Source: an optimization exercise on an open RTL-to-GDS flow (aim: small area). Production flows keep margins and buffers that such runs may drop.
Only simulation tests tie the RTL to the original design; equivalence was not proved.
No activity file was given, so power comes from the tool's default toggle rates.

$ cat config.mk
export PLATFORM = sky130hd
export DESIGN_NAME = avmm_fir_coef_bank
export DESIGN_NICKNAME = avmm_fir_coef_bank
export VERILOG_FILES = /design/flow/design.v
export SDC_FILE = /design/flow/constraint.sdc
export NUM_CORES = 4
export LEC_CHECK = 0
export ABC_AREA = 1
export CAP_MARGIN = 20
export CORE_MARGIN = 2
export CORE_UTILIZATION = 65
export SLEW_MARGIN = 20
$ cat constraint.sdc
create_clock -name core_clock -period 10.0 [get_ports {clk_clk}]
set_input_delay 2.0000 -clock core_clock [delete_from_list [all_inputs] [get_ports {clk_clk}]]
set_output_delay 2.0000 -clock core_clock [all_outputs]
set_load 0.01 [all_outputs]
$ cat design.v
module avmm_fir_coef_bank #(
  parameter int N_TAPS    = 16,
  parameter int COEF_W    = 16,
  parameter int DATA_W    = 32,
  parameter int ADDR_W    = 10,
  parameter int BURST_W   = 4,
  parameter int MAX_BURST = 8,
  parameter int N_PIO     = 8
) (
  input  logic                     clk_clk,
  input  logic                     reset_reset,
  input  logic [ADDR_W-1:0]        s0_address,
  input  logic                     s0_read,
  input  logic                     s0_write,
  input  logic [DATA_W-1:0]        s0_writedata,
  input  logic [DATA_W/8-1:0]      s0_byteenable,
  input  logic [BURST_W-1:0]       s0_burstcount,
  output logic [DATA_W-1:0]        s0_readdata,
  output logic                     s0_readdatavalid,
  output logic                     s0_waitrequest,
  output logic [N_PIO-1:0]         pio_export,
  output logic [N_TAPS*COEF_W-1:0] coef_active,
  output logic                     coef_busy,
  output logic                     coef_update
);
  logic [15:0] shadow_q [16];
  logic [15:0] active_q [16];
  logic [7:0]  pio_q;
  logic        burst_err_q, commit_pend_q;
  logic [4:0]  st_q;
  logic        busy_q;
  logic [2:0]  rem_q;
  logic [10:0] addr_q;
  logic        rd1_valid_q;
  logic [15:0] readdata_q;
  logic        readdatavalid_q;
  logic        rem_nz, rd_busy, wr_open, waitreq, rd_acc, wr_first, wr_beat, we;
  logic        bc_bad, wr_open_nxt, commit_hit, status_clr, start_copy;
  logic [2:0]  bc_rem;
  logic [10:0] addr_inc, waddr;
  logic        w_sh, w_ctrl, w_status, w_pio, w_set, w_clr;
  logic [15:0] rd_data;
  logic        sh_we;
  logic [15:0] sh_wd;
  always_comb begin
    busy_q   = st_q[4];
    rem_nz   = (rem_q != 3'd0);
    rd_busy  = rem_nz & rd1_valid_q;
    wr_open  = rem_nz & !rd1_valid_q;
    waitreq  = busy_q | rd_busy | (wr_open & s0_read & !s0_write);
    rd_acc   = s0_read & !s0_write & !busy_q & !rem_nz;
    wr_first = s0_write & !busy_q & !rem_nz;
    wr_beat  = s0_write & wr_open;
    we       = s0_write & !busy_q & !rd_busy;
    bc_bad   = (s0_burstcount == 4'd0) || (s0_burstcount > 4'd8);
    bc_rem   = bc_bad ? 3'd0 : 3'(s0_burstcount - 4'd1);
    addr_inc = addr_q + 11'd1;
    waddr    = wr_first ? {1'b0, s0_address} : addr_inc;
    if (wr_first)     wr_open_nxt = (bc_rem != 3'd0);
    else if (wr_beat) wr_open_nxt = (rem_q != 3'd1);
    else              wr_open_nxt = wr_open;
    w_ctrl   = (waddr == 11'd0);
    w_status = (waddr == 11'd1);
    w_pio    = (waddr == 11'd2);
    w_set    = (waddr == 11'd3);
    w_clr    = (waddr == 11'd4);
    w_sh     = (waddr[10:4] == 7'b0010000);
    commit_hit = we & w_ctrl & s0_byteenable[0] & s0_writedata[0];
    status_clr = we & w_status & s0_byteenable[0] & s0_writedata[1];
    start_copy = (commit_hit | commit_pend_q) & !wr_open_nxt & !busy_q;
    sh_we      = we & w_sh;
    sh_wd      = reset_reset ? 16'd0 : s0_writedata[15:0];
  end
  always_comb begin
    rd_data = 16'd0;
    if (addr_q == 11'd1) rd_data = {14'd0, burst_err_q, busy_q};
    else if (addr_q == 11'd2) rd_data = {8'd0, pio_q};
    else if (addr_q[10:4] == 7'b0010000) rd_data = shadow_q[addr_q[3:0]];
    else if (addr_q[10:4] == 7'b0100000) rd_data = active_q[addr_q[3:0]];
  end
  always_ff @(posedge clk_clk or posedge reset_reset) begin
    if (reset_reset) begin
      pio_q           <= '0;
      burst_err_q     <= 1'b0;
      commit_pend_q   <= 1'b0;
      st_q            <= '0;
      rem_q           <= '0;
      rd1_valid_q     <= 1'b0;
      readdata_q      <= '0;
      readdatavalid_q <= 1'b0;
    end else begin
      rd1_valid_q <= rd_acc | rd_busy;
      if (rd_acc | wr_first) rem_q <= bc_rem;
      else if (rd_busy | wr_beat) rem_q <= rem_q - 3'd1;
      readdatavalid_q <= rd1_valid_q;
      if (rd1_valid_q) readdata_q <= rd_data;
      if (we) begin
        if (w_pio)      pio_q <= s0_byteenable[0] ? s0_writedata[7:0] : pio_q;
        else if (w_set) pio_q <= pio_q | (s0_writedata[7:0] & {8{s0_byteenable[0]}});
        else if (w_clr) pio_q <= pio_q & ~(s0_writedata[7:0] & {8{s0_byteenable[0]}});
      end
      if (status_clr) burst_err_q <= 1'b0;
      if ((rd_acc | wr_first) & bc_bad) burst_err_q <= 1'b1;
      commit_pend_q <= (commit_hit | commit_pend_q) & !start_copy;
      if (busy_q) st_q <= (st_q[3:0] == 4'd15) ? 5'b00001 : {1'b1, st_q[3:0] + 4'd1};
      else        st_q <= {start_copy, 4'd0};
    end
  end
  always_ff @(posedge clk_clk) begin
    if (rd_acc | wr_first)      addr_q <= {1'b0, s0_address};
    else if (rd_busy | wr_beat) addr_q <= addr_inc;
  end
  for (genvar i = 0; i < 16; i++) begin : g_tap
    always_ff @(posedge clk_clk) begin
      if (reset_reset | (sh_we & (waddr[3:0] == i) & s0_byteenable[0])) shadow_q[i][7:0]  <= sh_wd[7:0];
      if (reset_reset | (sh_we & (waddr[3:0] == i) & s0_byteenable[1])) shadow_q[i][15:8] <= sh_wd[15:8];
    end
    always_ff @(posedge clk_clk or posedge reset_reset) begin
      if (reset_reset) active_q[i] <= '0;
      else if (busy_q & (st_q[3:0] == i)) active_q[i] <= shadow_q[i];
    end
    assign coef_active[i*16 +: 16] = active_q[i];
  end
  assign s0_readdata      = {{16{readdata_q[15]}}, readdata_q};
  assign s0_readdatavalid = readdatavalid_q;
  assign s0_waitrequest   = waitreq;
  assign pio_export       = pio_q;
  assign coef_busy        = busy_q;
  assign coef_update      = !st_q[4] & st_q[0];
endmodule
$ cat flow/run.sh
#!/bin/bash
# Layout flow: the standard flow (standard.sh) with these changes to how
# the layout is built:
#  1. after the standard synthesis, its combinational logic is mapped again
#     for area by Yosys/ABC (flow/remap.ys, flow/remap.abc), and 2:1 selects
#     are then built from a22o cells with shared select inverters
#     (flow/mux_to_a22o.py); every flip-flop is kept as the standard
#     synthesis made it (same instances, names and cell types);
#  2. ports are buffered with buf_1 instead of clkdlybuf4s50_1;
#  3. CTS uses clkbuf_4 clusters of at most 8 sinks and no dummy loads.
# Each tool writes its full output to its own log file in this folder
# (ORFS's steps also keep their logs under orfs/logs/).
set -euo pipefail
ARGS=(
  "BUFFER_PORTS_ARGS=-buffer_cell sky130_fd_sc_hd__buf_1"
  "CTS_ARGS=-sink_clustering_enable -repair_clock_nets -dont_use_dummy_load -buf_list sky130_fd_sc_hd__clkbuf_4 -sink_clustering_size 8 -sink_clustering_max_diameter 80"
)
RES=orfs/results/$FLOW_PLATFORM/avmm_fir_coef_bank/base
LIB=$FLOW_HOME/platforms/$FLOW_PLATFORM/lib/sky130_fd_sc_hd__tt_025C_1v80.lib

# 1. standard synthesis
bash standard.sh "${ARGS[@]}" synth > flow_synth.log 2>&1

# 2. re-map its combinational logic
cp "$RES/1_2_yosys.v" std_netlist.v
cp "$LIB" lib.lib
python3 flow/abc_lib.py lib.lib lib_abc.lib > python_abc_lib.log 2>&1
yosys -q -p "read_liberty -ignore_miss_func lib.lib; write_verilog -noattr models.v" > yosys_models.log 2>&1
python3 flow/comb_models.py models.v comb.v > python_comb_models.log 2>&1
DONTUSE=$(grep -o 'cell *( *"\?sky130_fd_sc_hd__[a-z0-9_]*' lib.lib | sed 's/.*(\s*"\?//' \
  | grep -E 'lpflow|probe' | sed 's/^/-dont_use /' | tr '\n' ' ')
sed "s/@DONTUSE@/$DONTUSE/; s#@ABCSCRIPT@#$PWD/flow/remap.abc#" flow/remap.ys > remap_run.ys
yosys -s remap_run.ys > yosys_remap.log 2>&1
python3 flow/mux_to_a22o.py remapped_abc.v remapped.v 2 > python_mux_to_a22o.log 2>&1
yosys -s flow/check.ys > yosys_check.log 2>&1
cp remapped.v "$RES/1_2_yosys.v"
rm -f "$RES/1_synth.odb" "$RES/1_synth.sdc"

# 3. the rest of the standard flow on the re-mapped netlist
bash standard.sh "${ARGS[@]}" finish > flow_standard.log 2>&1
$ cat flow/abc_lib.py
# Write the copy of the liberty file that ABC maps with in the re-map step:
# mux2 cells get a lower area there, so that ABC maps 2:1 selects to mux2
# cells, which mux_to_a22o.py then turns into smaller a22o cells with shared
# select inverters. Only ABC reads this copy; areas are measured with the
# real liberty file.
import sys
s = open(sys.argv[1]).read()
for c in ['mux2_1', 'mux2_2', 'mux2_4', 'mux2_8']:
    i = s.index('cell ("sky130_fd_sc_hd__%s")' % c)
    j = s.index('area', i)
    k = s.index(';', j)
    s = s[:j] + 'area : 7.5' + s[k:]
open(sys.argv[2], 'w').write(s)
$ cat flow/check.ys
# Check the final re-mapped netlist and report its area.
read_liberty -lib lib.lib
read_verilog remapped.v
hierarchy -check -top avmm_fir_coef_bank
check -assert -mapped
tee -o remap_stat.txt stat -liberty lib.lib
$ cat flow/comb_models.py
# Keep only the combinational cell models from a Verilog file that Yosys wrote
# from the liberty file (read_liberty; write_verilog), for use as a techmap
# map file that turns mapped combinational cells back into generic logic.
import re, sys
src = open(sys.argv[1]).read()
mods = re.findall(r'module \S+\(.*?endmodule', src, re.S)
keep = [m for m in mods if not re.search(r'\breg\b|\balways\b', m)]
open(sys.argv[2], 'w').write('\n'.join(keep) + '\n')
$ cat flow/mux_to_a22o.py
# Replace each mux2 cell whose select also drives other mux2 cells by an
# a22o cell (X = S&A1 | Sn&A0), with one shared inverter per select net:
# a22o_1 is smaller than mux2_1, and the inverter is shared.
import re, sys, collections
src = open(sys.argv[1]).read()
cell_re = re.compile(r'(\n\s*)(sky130_fd_sc_hd__mux2_\d)\s+(\S+)\s*\((.*?)\);', re.S)
pin_re = re.compile(r'\.(\w+)\(([^()]*)\)')
muxes = []
for m in cell_re.finditer(src):
    pins = {k: v.strip() for k, v in pin_re.findall(m.group(4))}
    muxes.append((m, pins))
count = collections.Counter(p['S'] for _, p in muxes)
inv_of = {}
decls = []
out = []
pos = 0
n = 0
for m, p in muxes:
    s = p['S']
    if count[s] < int(sys.argv[3]):
        continue
    if s not in inv_of:
        w = 'mux_sel_n_%d' % len(inv_of)
        inv_of[s] = w
        decls.append('  wire %s;\n  sky130_fd_sc_hd__inv_1 mux_sel_inv_%d (\n    .A(%s ),\n    .Y(%s)\n  );\n'
                     % (w, len(inv_of) - 1, s, w))
    out.append(src[pos:m.start()])
    out.append('%ssky130_fd_sc_hd__a22o_1 %s (\n    .A1(%s ),\n    .A2(%s ),\n    .B1(%s),\n    .B2(%s ),\n    .X(%s )\n  );'
               % (m.group(1), m.group(3), s, p['A1'], inv_of[s], p['A0'], p['X']))
    pos = m.end()
    n += 1
out.append(src[pos:])
res = ''.join(out)
i = res.rindex('endmodule')
res = res[:i] + ''.join(decls) + res[i:]
open(sys.argv[2], 'w').write(res)
print('replaced %d mux2 cells, %d shared inverters' % (n, len(inv_of)))
$ cat flow/remap.abc
strash
dch -f
map -a
mfs2
strash
dch -f
map -a
mfs2
strash
dch -f
map -a
topo
$ cat flow/remap.ys
# Re-map the combinational logic of the standard synthesis netlist for area.
# Every flip-flop stays as the standard synthesis made it (same instance,
# same name, same cell type): they are read as black boxes.
read_liberty -lib lib.lib
read_verilog std_netlist.v
hierarchy -top avmm_fir_coef_bank
techmap -map comb.v
simplemap
opt -purge
abc -liberty lib_abc.lib -script @ABCSCRIPT@ @DONTUSE@
setundef -zero
splitnets
opt_clean -purge
hilomap -singleton -hicell sky130_fd_sc_hd__conb_1 HI -locell sky130_fd_sc_hd__conb_1 LO
insbuf -buf sky130_fd_sc_hd__buf_4 A X
check -assert -mapped
write_verilog -noattr -nohex -nodec remapped_abc.v
$ cat standard.sh
#!/bin/bash
# synth_recipe.tcl (not shown) runs the flow's synth.tcl, then flattens the netlist and writes it again
# the make line also repeats each setting of config.mk as NAME=value (left out here)
make -C /OpenROAD-flow-scripts/flow DESIGN_CONFIG=/design/flow/config.mk WORK_HOME=/design/flow/orfs CLKGATE_MAP_FILE= SYNTH_SCRIPT=/design/flow/synth_recipe.tcl "${@:-finish}"
==> key figures <==
GRT
  – Overall Global Routing Usage: 51.1%
  – Vias in the first global route: 18400
  – First-pass GRT wire length: 128000 µm
  – Largest net degree at the start of global routing: between 100 and 150
  – Total grt overflow: 0
  – Initial antenna violation count: 2

Clock network
  – Clk sink count: 559
  – Max Root-Sink Buffers: 3
  – Total CTS buffers: around 80
  – Root buf cell: clkbuf_4
  – H-Tree Level Count: 3
  – # Post-CTS Setup Buffers: 0
  – Clock slew at reported path FFs: 0.10 ns
  – Clock latency on the worst-skew pair: roughly 0.84 ns
  – CTS tree: done
  – Hold_buf cts: 0
  – Post-cts gate resize count: 0

Finish
  – Post-route cell area: 0.0252 mm²
  – Fraction of layout cells with a size suffix above 1: under 10%
  – Final #Nets: about 2200
  – Fin util: 73.4%
  – Area delta synth->final: 11.6%
  – FILL cells: 2435

Run status
  – Status: no timing/DRC/antenna violations

Synth
  – Synth Warn #: 3
  – Cell Area, Synth: 0.0226 mm²
  – Gate Count Post-Synth: 1705
  – Synth Area per Inst: 13.3 µm²
  – Syn Nets: 1759

Detailed routing
  – DR vias: 19600
  – WL/cell: 35.9 µm
  – Final ANT Viol Nets: 0
  – DRC viols: 0
  – TritonRoute pass-1 iters: 10
  – Routed vias/inst: 7.64
  – Routed wire length: 92400 µm
  – DRT iter0 DRCs: 3536

Setup path
  – Critical Path Start Type: flop
  – FF-to-FF setup slack: 3.56 ns
  – Worst EP arrival: 6.94 ns
  – Critical path type: flop to flop
  – Worst R2R Start: addr_q[3]$_DFFE_PP_
  – Reg2Reg Depth: 25
  – Worst Path Required: 10.50 ns
  – Critical R2R Capture: shadow_q[5][5]$_DFFE_PP_
  – CP max FO: 33
  – CP bufs+invs: 9
  – Top delay family on crit path: simple AND/OR/NAND/NOR gates
  – Crit path largest cell delay: 0.83 ns
  – Worst setup startpoint: addr_q[3]$_DFFE_PP_
  – Worst Setup End Kind: flop
  – Crit path top cell by count: nor2_1
  – Crit-path slowest cell: o21ai_0

STA
  – Min Tclk post-route: 6.44 ns
  – Final Max Slew Viols: 0
  – Clock skew: 0.0679 ns
  – Worst slew pin tran: ~1.3 ns
  – Setup TNS: 0 ns
  – Slew headroom: 11.5%
  – RSZ-0062 raised after global routing: no
  – Final setup violation count: 0
  – Fmax: 155 MHz
  – Crit share post-route: 64.4%
  – Fin. Hold Viols: 0

Floorplanning
  – Core Area: 0.0344 mm²
  – Die W: 190 µm
  – Rows: 68
  – Die Span Y: about 190 µm
  – Starting Density: 65.8%
  – # IOs: roughly 350
  – Total die area: 0.0363 mm²

Placed design
  – Port bufs: 335
  – Gp weighted congestion: 0.966
  – DP Area: 0.0246 mm²
  – Post-DP HPWL: 55700 µm

Pwr
  – Pwr/cell area: around 230 mW/mm²
  – Static Leak: 10.0 nW
  – VDD IR max: between 150 and 200 µV

Job
  – Max-Cap Viols: 0

Worst hold path
  – Worst hold stages: 1
  – Hold WC Path Type: flop to flop
  – Worst Hold Path EP: active_q[1][7]$_DFFE_PP0P_
  – Worst hold start: shadow_q[1][7]$_DFFE_PP_
## power by group
part / switching (mW) / internal (mW) / total, mW / leakage, nW
registers: 0.233 / 2.67 / 2.90 / 6.20
clock network: 0.752 / 0.363 / 1.12 / 0.363
logic: 1.21 / 0.539 / 1.75 / 3.46
## registers in the layout, summed over array words and instances, names as in the netlist, named ones only
name and count:
addr_q 11, readdata_q 16, shadow_q 256, readdatavalid_q 1
st_q 5, burst_err_q 1, active_q 256, rem_q 3
commit_pend_q 1
## metal layers
| metal | global-route usage [%] | vias to the layer above | part of all wire, % |
|---|---|---|---|
| li1 | - | 7478 | - |
| met2 | 68.0 | 2254 | 40 |
| met5 | 2.47 | - | 0.13 |
| met3 | 23.0 | 515 | 19 |
| met4 | 32.5 | 3 | 7.9 |
| met1 | 67.9 | 9396 | 33 |
## stage by stage
stage | setup WS [ns] | hold slack, ns | power, mW | cells
CTS | 3.90 | 0.445 | 5.65 | 2572
finish | 3.56 | 0.451 | 5.77 | 2573
detailed placement | 3.92 | 0.479 | 4.59 | 2493
floorplan | 2.66 | 0.446 | 3.90 | 1705
global route | 3.29 | 0.465 | 5.92 | 2573
global placement | 3.97 | 0.460 | 4.56 | 2493
## worst max path at each step
stage / endpoint / depth (start not counted)
2_1_floorplan: shadow_q[0][0]$_DFFE_PP_ / 2
3_3_place_gp: shadow_q[5][3]$_DFFE_PP_ / 25
3_5_place_dp: shadow_q[5][3]$_DFFE_PP_ / 25
4_1_cts: shadow_q[5][5]$_DFFE_PP_ / 25
5_1_grt: shadow_q[5][5]$_DFFE_PP_ / 25
6_report: shadow_q[5][5]$_DFFE_PP_ / 25
## layout make-up
class | instances | area (µm²) | area share (%)
timing repair buffer | 404 | 1780 | 7.04
inverter | 115 | 444 | 1.76
tap | 455 | 569 | 2.26
sequential | 559 | 15300 | 60.7
antenna | 1 | 2.50 | 0.00992
multi-input combinational | 960 | 6520 | 25.9
clock buffer | 79 | 593 | 2.35
## placed cells by master (no fill, tap or decap), types with 2 or more instances in the layout
master	n
nand2_1	103
xor2_1	3
o221ai_1	11
a31oi_1	12
nor2_1	94
buf_4	69
o21ai_0	61
a211oi_1	2
clkinv_1	96
nor3_1	7
inv_2	2
dfrtp_1	292
buf_1	335
a21oi_1	48
o22ai_1	4
nand4_1	46
a221oi_1	32
edfxtp_1	266
nor2_2	10
nor4_1	4
a2111oi_0	2
o31ai_1	3
inv_1	16
nor2_4	22
a22o_1	276
a32o_1	9
a22oi_1	164
o211ai_1	8
nand3_1	30
clkbuf_4	79

[separate check: timing with driven ports]
In the flow no input, the clock included, has a driving cell. The finished layout below was timed again as built, in two steps.
Step 1 (the two cells are an assumption about what drives the block):
set clk [get_ports {clk_clk}]
set_driving_cell -lib_cell sky130_fd_sc_hd__clkbuf_16 $clk
set_driving_cell -lib_cell sky130_fd_sc_hd__buf_2 [delete_from_list [all_inputs] $clk]
Step 2 moves the port delays by t, midway between the first and last clock arrival at a register: inputs arrive t later, outputs are due t later. That takes back most of the time a late clock gives input paths.
a / b / c = no drivers / after step 1 / after step 2; a / b = the first two.
t, ns: 0.849
setup WS [ns]: 3.556 / 3.556 / 3.556
worst setup path after step 2: register to register
worst slew at a driven data input, ns: 0.03
After both steps setup and hold are still met in this run. For this run, drivers alone change the setup slack by 0.000 ns; drivers and shift together by 0.000 ns.
